This is an optimization exercise on Yosys and OpenROAD, whose aim is small area, a short achievable clock period and few clock cycles per item, not a production implementation.
The RTL was checked by simulation tests, not by an equivalence proof against the original design.

Design metaball_pixel_generator, start of the top module:
module metaball_pixel_generator
(
  input  logic        clk,
  input  logic        rst,
  input  logic        start,
  output logic        busy,
  input  logic [28:0] cmd_in,
  output logic        done,
  output logic [31:0] pixel_out,
  input  logic        cfg_write,
  input  logic [1:0]  cfg_index,
  input  logic [15:0] cfg_data
);
Size: roughly 1800 flip-flops, ~0.12 mm2 of cells after synthesis.
export LEC_CHECK = 0
export CAP_MARGIN = 20
export CORE_MARGIN = 2
export CORE_UTILIZATION = 40
export SLEW_MARGIN = 20
create_clock -name core_clock -period 12.0 [get_ports {clk}]
standard.sh (not shown) runs the stock make flow with config.mk's settings and CLKGATE_MAP_FILE= SYNTH_SCRIPT=/design/flow/synth_recipe.tcl, a recipe that flattens the netlist after the stock synthesis.
==> flow/flow/run.sh <==
#!/bin/bash
# Standard layout, with timing repair aiming for extra setup slack so the
# achieved period shrinks below the fixed 12 ns constraint.
set -euo pipefail
bash standard.sh SETUP_SLACK_MARGIN=7.5 finish > standard_flow.log 2>&1
Testbench counts at the start, summed over its fixed seeds: cycles 33,561, pixels 1,568.
Change:
--- a/flow/design.v
+++ b/flow/design.v
@@ -250,29 +250,29 @@
             gp_st <= 2'd2;
           end
         end
         2'd2: begin
           if (gb == 20'd0) begin
             gp_st <= 2'd0;
           end else if (gb[19]) begin
             gp_st <= 2'd3;
-            gi    <= 5'd18;
-            gbit  <= 1'b1;
+            gi    <= 5'd1;
+            gbit  <= gb[0];
             ga2   <= '0;
           end else begin
             gb   <= {gb[18:0], 1'b0};
             glen <= glen - 5'd1;
           end
         end
         2'd3: begin
-          ga2  <= {ga2[38:0], 1'b0} + (gbit ? 40'(gb) : 40'd0);
-          gbit <= (gi != 5'd31) && gb[gi];
-          gi   <= gi - 5'd1;
-          if (gi == 5'd31) gp_st <= 2'd0;
+          ga2  <= {21'(ga2[39:20]) + (gbit ? 21'(gb) : 21'd0), ga2[19:1]};
+          gbit <= (gi < 5'd20) && gb[gi];
+          gi   <= gi + 5'd1;
+          if (gi == 5'd20) gp_st <= 2'd0;
         end
         default: ;
       endcase
     end
   end
   logic [24:0] ring [mb_pkg::BLOB_COUNT];
   logic [24:0] head, adv_blob, tail_in;
   assign head = ring[0];
@@ -434,25 +434,24 @@
     end
   end
   logic        s3_v, s3_first, s3_tag, s3_force, s3_sat;
   logic [19:0] s3_dp;
   logic [15:0] s3_r;
   logic [1:0]  s3_x;
   logic [4:0]  s3_n;
   logic        s3_to_e;
-  logic [4:0]  ld;
   logic [3:0]  v0;
   logic signed [6:0] n0;
   logic [19:0] dpn;
   logic        fz, fs;
   always_comb begin
-    ld = 5'd0;
-    for (int i = 0; i < 19; i++) if (s2_d[i]) ld = 5'(i + 1);
-    v0  = (ld >= 5'd18) ? 4'd0 : 4'((5'd18 - ld) >> 1);
+    v0 = 4'd9;
+    for (int k = 0; k < 9; k++) if (s2_d[2 * k +: 2] != 2'b00) v0 = 4'(8 - k);
+    if (s2_d[18]) v0 = 4'd0;
     n0  = 7'(s2_ls8) + $signed({3'b0, v0});
     dpn = 20'(s2_d) << {v0, 1'b0};
     fz  = s2_zero || (n0 <= 7'sd0 && s2_d != 19'd0);
     fs  = !s2_zero && (s2_d == 19'd0);
   end
   always_ff @(posedge clk) begin
     if (rst) begin
       s3_v <= 1'b0;
@@ -465,17 +464,17 @@
       s3_force <= fz || fs;
       s3_sat   <= fs;
       s3_first <= s2_first;
       s3_tag   <= s2_tag;
     end else if (s3_to_e) begin
       s3_v <= 1'b0;
     end
   end
-  localparam int K = 7;
+  localparam int K = 8;
   logic [K-1:0]  e_free, e_req, e_freq, e_load, e_grant;
   logic [24:0]   e_q   [K];
   logic [K-1:0]  e_qtag;
   logic          disp_ok;
   assign disp_ok = s3_v;
   always_comb begin
     e_load = '0;
     for (int j = K - 1; j >= 0; j--) begin
Result: Worst setup slack gains 0.051 ns; utilization grows by 0.15 points; hold slack loses 0.037 ns; final area is higher by 7.4%; wire length is higher by 7.7%; clock-buffer cell count is higher by 32.
Testbench counts after the change, summed over its fixed seeds: cycles 31,069, pixels 1,568.

==> afterwards: timing with drivers on the ports <==
No port has a modelled driver above. Below, the same layouts with a new extraction and two added sets of constraints.
Step 1, drivers: a clkbuf_16 drives clk and a buf_2 each remaining input, both assumed.
Step 2, shift: input delay + t, output delay - t, t = (earliest + latest rising clock arrival at the registers) / 2. This alone moves slack from input paths to output paths.
a / b / c = no drivers / after step 1 / after step 2; a / b = the first two.
run | t, ns | setup slack, ns | worst data-port slew with drivers (ns)
the first run | 0.983 | 7.549 / 7.549 / 7.005 | 0.06
the second run | 0.984 | 7.600 / 7.600 / 6.869 | 0.11
After both steps every run listed still meets setup and hold. For the second run, which loses most, drivers alone change the setup slack by 0.000 ns; drivers and shift together by -0.731 ns.
